Context: an optimization exercise on an open-source flow, tuned for small area, a short achievable clock period and few clock cycles per item. The choices shown serve that exercise and are no tape-out recipe.

==> flow/design.v <==
module cordic_engine #(
  parameter int WIDTH       = 16,
  parameter int ANGLE_WIDTH = 16,
  parameter int STAGES      = 14,
  parameter int GUARD       = 2,
  parameter int TAG_WIDTH   = 8
) (
  input  logic                   clock,
  input  logic                   reset,
  input  logic                   in_valid,
  output logic                   in_ready,
  input  logic                   mode_in,
  input  logic signed [WIDTH-1:0] x_in,
  input  logic signed [WIDTH-1:0] y_in,
  input  logic [ANGLE_WIDTH-1:0] angle_in,
  input  logic [TAG_WIDTH-1:0]   tag_in,
  output logic                   out_valid,
  input  logic                   out_ready,
  output logic signed [WIDTH+1:0] x_out,
  output logic signed [WIDTH+1:0] y_out,
  output logic [ANGLE_WIDTH-1:0] angle_out,
  output logic                   mode_out,
  output logic [TAG_WIDTH-1:0]   tag_out
);
  localparam int IW = WIDTH + 2 + GUARD;
  localparam int AW = ANGLE_WIDTH;
  localparam int OW = WIDTH + 2;
  localparam int ADD  = 1;
  localparam int ADDZ = 1;
  localparam logic [AW-1:0] HALF = {1'b1, {(AW-1){1'b0}}};
  function automatic logic [AW-1:0] atan_lut(input int i);
    logic [32:0] a;
    logic [32:0] r;
    case (i)
      0:  a = 33'h20000000;
      1:  a = 33'h12E4051E;
      2:  a = 33'h09FB385B;
      3:  a = 33'h051111D4;
      4:  a = 33'h028B0D43;
      5:  a = 33'h0145D7E1;
      6:  a = 33'h00A2F61E;
      7:  a = 33'h00517C55;
      8:  a = 33'h0028BE53;
      9:  a = 33'h00145F2F;
      10: a = 33'h000A2F98;
      11: a = 33'h000517CC;
      12: a = 33'h00028BE6;
      13: a = 33'h000145F3;
      14: a = 33'h0000A2FA;
      15: a = 33'h0000517D;
      16: a = 33'h000028BE;
      17: a = 33'h0000145F;
      18: a = 33'h00000A30;
      19: a = 33'h00000518;
      20: a = 33'h0000028C;
      21: a = 33'h00000146;
      22: a = 33'h000000A3;
      23: a = 33'h00000051;
      24: a = 33'h00000029;
      25: a = 33'h00000014;
      26: a = 33'h0000000A;
      27: a = 33'h00000005;
      28: a = 33'h00000003;
      29: a = 33'h00000001;
      30: a = 33'h00000001;
      default: a = 33'h0;
    endcase
    r = (a + ((33'd1 << 32) >> (AW + 1))) >> (32 - AW);
    atan_lut = r[AW-1:0];
  endfunction
  function automatic int lo_bit(input int k);
    if (k <= 1)      lo_bit = GUARD;
    else if (k == 2) lo_bit = GUARD - 1;
    else             lo_bit = 0;
    if (lo_bit < 0) lo_bit = 0;
  endfunction
  function automatic int hi_bit(input int k);
    hi_bit = (k == 0) ? WIDTH + GUARD : IW - 1;
  endfunction
  logic en;                        
  logic v [0:STAGES];              
  assign out_valid = v[STAGES];
  assign en        = ~v[STAGES] | out_ready;
  assign in_ready  = en;
  logic signed [IW-1:0] xs [0:STAGES];
  logic signed [IW-1:0] ys [0:STAGES];
  logic [AW-1:0]        zs [0:STAGES];
  logic                 m  [0:STAGES];
  logic [TAG_WIDTH-1:0] ts [0:STAGES];
  logic                 ds [0:STAGES];     
  logic signed [IW-1:0] x_ext, y_ext, x_pre, y_pre;
  logic [AW-1:0]        z_pre;
  logic                 flip;
  always_comb begin
    x_ext = {{(IW-WIDTH){x_in[WIDTH-1]}}, x_in} <<< GUARD;
    y_ext = {{(IW-WIDTH){y_in[WIDTH-1]}}, y_in} <<< GUARD;
    flip  = mode_in ? x_in[WIDTH-1] : (angle_in[AW-1] ^ angle_in[AW-2]);
    x_pre = flip ? -x_ext : x_ext;
    y_pre = flip ? -y_ext : y_ext;
    if (mode_in) z_pre = flip ? HALF : '0;
    else         z_pre = flip ? angle_in + HALF : angle_in;
  end
  for (genvar k = 0; k <= STAGES; k++) begin : g_st
    localparam int LO = lo_bit(k);
    localparam int HI = hi_bit(k);
    logic signed [IW-1:0] xd, yd;    
    logic [AW-1:0]        zd;
    logic                 md;
    logic                 dd;
    logic [TAG_WIDTH-1:0] td;
    logic                 ld;        
    logic [HI:LO]         xr, yr;
    logic [AW-1:0]        zr;
    logic                 mr;
    logic                 dr;
    logic [TAG_WIDTH-1:0] tr;
    if (k == 0) begin : g_in
      assign xd = x_pre;
      assign yd = y_pre;
      assign zd = z_pre;
      assign md = mode_in;
      assign dd = mode_in ? ((|y_in) & (y_in[WIDTH-1] ^ x_in[WIDTH-1])) : ~angle_in[AW-2];
      assign td = tag_in;
      assign ld = en;
      always_ff @(posedge clock or posedge reset) begin
        if (reset) v[0] <= 1'b0;
        else if (en) v[0] <= in_valid;
      end
    end else begin : g_it
      localparam int I = k - 1;
      localparam logic [AW-1:0] ATAN = atan_lut(I);
      localparam logic [AW-1:0] NATAN = -atan_lut(I);
      logic signed [IW-1:0] xsh, ysh;
      logic [IW:0]          xa, ya;
      logic                 d;
      logic [AW-1:0]        zn;
      assign xsh = xs[k-1] >>> I;
      assign ysh = ys[k-1] >>> I;
      assign d   = ds[k-1];
      cordic_add #(.W(IW), .KIND(ADD)) u_x (.a(xs[k-1]), .b(ysh ^ {IW{d}}), .ci(d), .s(xa[IW:1]));
      cordic_add #(.W(IW), .KIND(ADD)) u_y (.a(ys[k-1]), .b(xsh ^ {IW{~d}}), .ci(~d), .s(ya[IW:1]));
      cordic_add #(.W(AW), .KIND(ADDZ)) u_z (.a(zs[k-1]), .b(d ? NATAN : ATAN), .ci(1'b0), .s(zn));
      assign xa[0] = 1'b0;
      assign ya[0] = 1'b0;
      assign xd = xa[IW:1];
      assign yd = ya[IW:1];
      assign zd = zn;
      assign md = m[k-1];
      assign dd = (k < STAGES) ? (m[k-1] ? ya[IW] : ~zn[AW-1]) : 1'b0;
      assign td = ts[k-1];
      assign ld = en;
      always_ff @(posedge clock or posedge reset) begin
        if (reset) v[k] <= 1'b0;
        else if (en) v[k] <= v[k-1];
      end
    end
    always_ff @(posedge clock) begin
      if (ld) begin
        xr <= xd[HI:LO];
        yr <= yd[HI:LO];
        zr <= zd;
        mr <= md;
        dr <= dd;
        tr <= td;
      end
    end
    assign xs[k] = {{(IW-1-HI){xr[HI]}}, xr, {LO{1'b0}}};
    assign ys[k] = {{(IW-1-HI){yr[HI]}}, yr, {LO{1'b0}}};
    assign zs[k] = zr;
    assign m[k]  = mr;
    assign ds[k] = dr;
    assign ts[k] = tr;
  end
  assign x_out     = xs[STAGES][IW-1:GUARD];
  assign y_out     = ys[STAGES][IW-1:GUARD];
  assign angle_out = zs[STAGES];
  assign mode_out  = m[STAGES];
  assign tag_out   = ts[STAGES];
endmodule
module cordic_add #(
  parameter int W    = 20,
  parameter int KIND = 1
) (
  input  logic [W-1:0] a,
  input  logic [W-1:0] b,
  input  logic         ci,
  output logic [W-1:0] s
);
  localparam int L = $clog2(W);
  if (KIND == 0) begin : g_op
    assign s = a + b + {{(W-1){1'b0}}, ci};
  end else if (KIND == 4) begin : g_rip
    logic [W:0] c;
    assign c[0] = ci;
    for (genvar i = 0; i < W; i++) begin : g_b
      assign s[i]   = a[i] ^ b[i] ^ c[i];
      assign c[i+1] = (a[i] & b[i]) | (c[i] & (a[i] ^ b[i]));
    end
  end else begin : g_pre
    logic [W-1:0] p, g;
    logic [W-1:0] gg [0:L];
    logic [W-1:0] pp [0:L];
    assign p = a ^ b;
    assign g = a & b;
    assign gg[0] = {g[W-1:1], g[0] | (p[0] & ci)};
    assign pp[0] = p;
    for (genvar l = 0; l < L; l++) begin : g_lv
      for (genvar i = 0; i < W; i++) begin : g_b
        localparam int SK = ((i >> l) << l) - 1;    
        localparam int KS = i - (1 << l);           
        localparam int BK = i - (1 << l);           
        if (KIND == 1 && ((i >> l) & 1)) begin : g_sk
          assign gg[l+1][i] = gg[l][i] | (pp[l][i] & gg[l][SK]);
          assign pp[l+1][i] = pp[l][i] & pp[l][SK];
        end else if (KIND == 2 && KS >= 0) begin : g_ks
          assign gg[l+1][i] = gg[l][i] | (pp[l][i] & gg[l][KS]);
          assign pp[l+1][i] = pp[l][i] & pp[l][KS];
        end else if (KIND == 3 && ((i + 1) % (2 << l)) == 0) begin : g_bk
          assign gg[l+1][i] = gg[l][i] | (pp[l][i] & gg[l][BK]);
          assign pp[l+1][i] = pp[l][i] & pp[l][BK];
        end else begin : g_pass
          assign gg[l+1][i] = gg[l][i];
          assign pp[l+1][i] = pp[l][i];
        end
      end
    end
    logic [W:0] c;
    assign c[0] = ci;
    if (KIND == 3) begin : g_bkdown
      logic [W-1:0] gd [0:L];
      assign gd[L] = gg[L];
      for (genvar l = L - 1; l >= 0; l--) begin : g_lv
        for (genvar i = 0; i < W; i++) begin : g_b
          localparam int J = i - (1 << l);
          if (J >= 0 && ((i + 1) % (1 << l)) == 0 && ((i + 1) % (2 << l)) != 0
              && ((J + 1) % (2 << l)) == 0) begin : g_f
            assign gd[l][i] = gd[l+1][i] | (pp[l][i] & gd[l+1][J]);
          end else begin : g_p
            assign gd[l][i] = gd[l+1][i];
          end
        end
      end
      assign c[W:1] = gd[0];
    end else begin : g_c
      assign c[W:1] = gg[L];
    end
    assign s = p ^ c[W-1:0];
  end
endmodule
clock: 5.0 ns
lec_check: 0
cap_margin: 20
core_margin: 2
core_utilization: 45
place_density: 0.6
setup_slack_margin: 2.7
slew_margin: 20
run.sh (not shown) runs the stock make flow with config.mk's settings and CLKGATE_MAP_FILE= SYNTH_SCRIPT=/design/flow/synth_recipe.tcl, a recipe that flattens the netlist after the stock synthesis.
The first run finished with timing, DRC and antenna clean.
Edit:
SETUP_SLACK_MARGIN = default   (was 2.7)
Synthesized area is unchanged.
No functional check of the RTL was part of any run of this note.

==> afterwards: timing with drivers on the ports <==
How much do the figures lean on ideal ports? The routed layouts below were timed once more, with nothing changed but the port constraints. Step 1 (the two cells are an assumption about what drives the block):
set clk [get_ports {clock}]
set_driving_cell -lib_cell sky130_fd_sc_hd__clkbuf_16 $clk
set_driving_cell -lib_cell sky130_fd_sc_hd__buf_2 [delete_from_list [all_inputs] $clk]
Step 2 also shifts input and output timing later by t, the mid clock arrival at the registers, as if the neighbouring blocks saw the same clock. a / b / c = ideal ports / drivers / drivers and shift; a / b = the first two.
run	t, ns	setup slack, ns	cell pins on the clock port's net
the first run	0.792	1.545 / 1.545 / 1.545	1
the second run	0.781	0.477 / 0.477 / 0.477	1
After both steps setup and hold are still met in every run listed.
